This is an optimization exercise on Yosys and OpenROAD, whose aim is small area and a short achievable clock period, not a production implementation.
Function was checked by simulation only, so behaviour that the tests miss may differ from the original.
Power is estimated from default activity; no workload was simulated.

==> build 79: inputs <==
## daq_core
module daq_core (
    input  logic        BUS_CLK,
    input  logic        BUS_RST,
    input  logic [15:0] bus_add,
    input  logic [7:0]  bus_wr_data,
    output logic [7:0]  bus_rd_data,
    input  logic        bus_rd,
    input  logic        bus_wr,
    input  logic        trig_in,
    input  logic        inj_loop_in,
    input  logic        hitor_in,
    output logic        inj_pulse,
    output logic        resetb_ext,
    output logic [4:0]  led,
    input  logic        arb_ready,
    output logic        arb_write,
    output logic [31:0] arb_data
);
export LEC_CHECK = 0
export ABC_CLOCK_PERIOD_IN_PS = 1500
export CAP_MARGIN = 20
export CORE_MARGIN = 2
export CORE_UTILIZATION = 65
export CTS_CLUSTER_DIAMETER = 80
export CTS_CLUSTER_SIZE = 30
export SETUP_SLACK_MARGIN = 1.4
export SLEW_MARGIN = 20
create_clock -name core_clock -period 3.0 [get_ports {BUS_CLK}]
run.sh (not shown) runs the stock make flow with config.mk's settings and CLKGATE_MAP_FILE= SYNTH_SCRIPT=/design/flow/synth_recipe.tcl, a recipe that flattens the netlist after the stock synthesis.
==> trial 42: changes against build 79 <==
==> flow/flow/run.sh (new file) <==
#!/bin/bash
set -euo pipefail
export OWN_FLOW_DIR="$PWD/flow"
export CTS_ARGS="-sink_clustering_enable -repair_clock_nets -sink_clustering_size 30 -sink_clustering_max_diameter 80 -dont_use_dummy_load"
export BUFFER_PORTS_ARGS="-buffer_cell sky130_fd_sc_hd__buf_2"
export POST_GLOBAL_ROUTE_TCL="$OWN_FLOW_DIR/post_grt.tcl"
export DS_LOCAL_MARGIN=1.37
export DS_GLOBAL_MARGIN=1.40
bash standard.sh > standard_flow.log 2>&1
==> flow/flow/downsize.tcl (new file) <==
# Area recovery that keeps timing: swap each cell for the smallest cell of its own
# family (same name up to the drive-strength suffix) that keeps the slack of every
# pin of the cell at or above DS_LOCAL ns and the design's worst slack at or above
# its value before the pass (or DS_GLOBAL ns if that is lower), with no new max-slew
# or max-capacitance violation and the worst hold slack kept above 0.05 ns (or its
# value before the pass if lower). Clock-tree cells, tap and filler cells are left alone.
proc ds_run {local_margin global_margin} {
  set dont_use {}
  if {[info exists ::env(DONT_USE_CELLS)]} { set dont_use $::env(DONT_USE_CELLS) }
  set wns0 [expr {[sta::worst_slack_cmd max] * 1e9}]
  set gmin [expr {min($wns0, $global_margin)}]
  set hold0 [expr {[sta::worst_slack_cmd min] * 1e9}]
  set hmin [expr {min($hold0, 0.05)}]
  set slew0 [sta::max_slew_violation_count]
  set cap0 [sta::max_capacitance_violation_count]
  # family -> list of {area libcell}
  array set fam {}
  foreach lc [get_lib_cells sky130_fd_sc_hd__*] {
    set n [get_name $lc]
    if {[lsearch -exact $dont_use $n] >= 0} continue
    if {![regexp {^(.*)_([0-9]+)$} $n -> base drv]} continue
    lappend fam($base) [list [get_property $lc area] $n]
  }
  foreach b [array names fam] { set fam($b) [lsort -real -index 0 $fam($b)] }
  set saved 0.0
  set swaps 0
  foreach inst [get_cells *] {
    set ref [get_property $inst ref_name]
    if {![regexp {^(.*)_([0-9]+)$} $ref -> base drv]} continue
    if {[string match "*clkbuf*" $ref] || [string match "*clkinv*" $ref] || [string match "*tap*" $ref] || [string match "*fill*" $ref] || [string match "*decap*" $ref] || [string match "*conb*" $ref]} continue
    if {![info exists fam($base)]} continue
    set iname [get_full_name $inst]
    if {[string match "clk*" $iname]} continue
    set a0 [get_property [get_lib_cells $ref] area]
    foreach cand $fam($base) {
      lassign $cand a n
      if {$a >= $a0} break
      replace_cell $inst $n
      estimate_parasitics -global_routing
      set ok 1
      foreach p [get_pins -of_objects $inst] {
        set s [get_property $p slack_max]
        if {$s ne "" && $s < $local_margin} { set ok 0; break }
      }
      if {$ok && [sta::worst_slack_cmd max] * 1e9 < $gmin} { set ok 0 }
      if {$ok && [sta::worst_slack_cmd min] * 1e9 < $hmin} { set ok 0 }
      if {$ok && ([sta::max_slew_violation_count] > $slew0 || [sta::max_capacitance_violation_count] > $cap0)} { set ok 0 }
      if {$ok} {
        set saved [expr {$saved + $a0 - $a}]
        incr swaps
        break
      }
      replace_cell $inst $ref
      estimate_parasitics -global_routing
    }
  }
  puts "downsize: $swaps cells, [format %.1f $saved] um2 saved, worst slack [format %.3f [expr {[sta::worst_slack_cmd max]*1e9}]] (was [format %.3f $wns0]), worst hold slack [format %.3f [expr {[sta::worst_slack_cmd min]*1e9}]], slew/cap violations [sta::max_slew_violation_count]/[sta::max_capacitance_violation_count]"
}
==> flow/flow/post_grt.tcl (new file) <==
# Hook run by ORFS's global_route.tcl after its timing repair (POST_GLOBAL_ROUTE_TCL):
# recover area on cells with slack to spare, then reroute the touched nets and
# rewrite the route guides for detailed routing.
source $::env(OWN_FLOW_DIR)/downsize.tcl
global_route -start_incremental
ds_run $::env(DS_LOCAL_MARGIN) $::env(DS_GLOBAL_MARGIN)
global_route -end_incremental
estimate_parasitics -global_routing
report_worst_slack
report_design_area
write_guides $::env(RESULTS_DIR)/route.guide
==> flow/standard.sh (new file) <==
#!/bin/bash
# synth_recipe.tcl (not shown) runs the flow's synth.tcl, then flattens the netlist and writes it again
# the make line also repeats each setting of config.mk as NAME=value (left out here)
make -C /OpenROAD-flow-scripts/flow DESIGN_CONFIG=/design/flow/config.mk WORK_HOME=/design/flow/orfs CLKGATE_MAP_FILE= SYNTH_SCRIPT=/design/flow/synth_recipe.tcl "${@:-finish}"
Settings changed: ABC_CLOCK_PERIOD_IN_PS 1500 to not set.
removed: flow/run.sh
==> metrics.yaml <==
final_layout:
  drive_gt1_frac: 0.196
  utilization: 0.748
  register_area_sq_mm: 0.0171
  layout.cells.non_filler: 2127
  multi_input_area_share: 0.226
  layout.cells.most_common_list: "edfxtp_1, a22oi_1, nor2_1"
routing:
  dr_wl_met2_um: 27600
  dr.pass1.iters: 8
  top_layer: "met4"
timing:
  setup_ws_ns: 1.32
power:
  clkPwrFrac: 0.301
  p_leak_nw: 8.43
  powerDensity_mw_per_mm2: 509
outcome:
  status: "timing/DRC/antenna clean"
# the run above: trial 42

==> metrics.yaml <==
routing:
  dr.pass1.iters: 6
  dr_wl_met2_um: 26800
power:
  powerDensity_mw_per_mm2: 516
  p_leak_nw: 8.81
final_layout:
  multi_input_area_share: 0.223
  layout.cells.non_filler: 2149
  utilization: 0.767
  register_area_sq_mm: 0.0171
timing:
  setup_ws_ns: 1.31
setup_path:
  cp.depth: 1
outcome:
  status: "timing/DRC/antenna clean"
# the run above: build 79

-- separate check: timing with driven ports --
The flow's constraints put no driver on any port. The routed layouts listed below were extracted and timed again, unchanged, in two steps. Step 1 sets driving cells, clkbuf_16 on the clock port and buf_2 on the other inputs (assumed; they add their load-dependent delay and slew). Step 2 times the ports against the registers' clock, not the clock port: input delays grow and output delays shrink by t, the midpoint of the rising clock arrivals with the driver on. Three values: no drivers, after step 1, after step 2; two values: the first two.
run	t, ns	setup WS [ns]	latest minus earliest clock arrival (ns)	worst data-port slew with drivers (ns)	cell pins on the clock port's net
build 79	0.637	1.308 / 1.251 / 0.801	0.030 / 0.031	0.04	1
trial 42	0.618	1.322 / 1.267 / 0.814	0.062 / 0.062	0.04	1
After both steps setup and hold are still met in every run listed. The setup slack of trial 42, which loses most, moves by -0.055 ns with the drivers and by -0.508 ns with both steps.
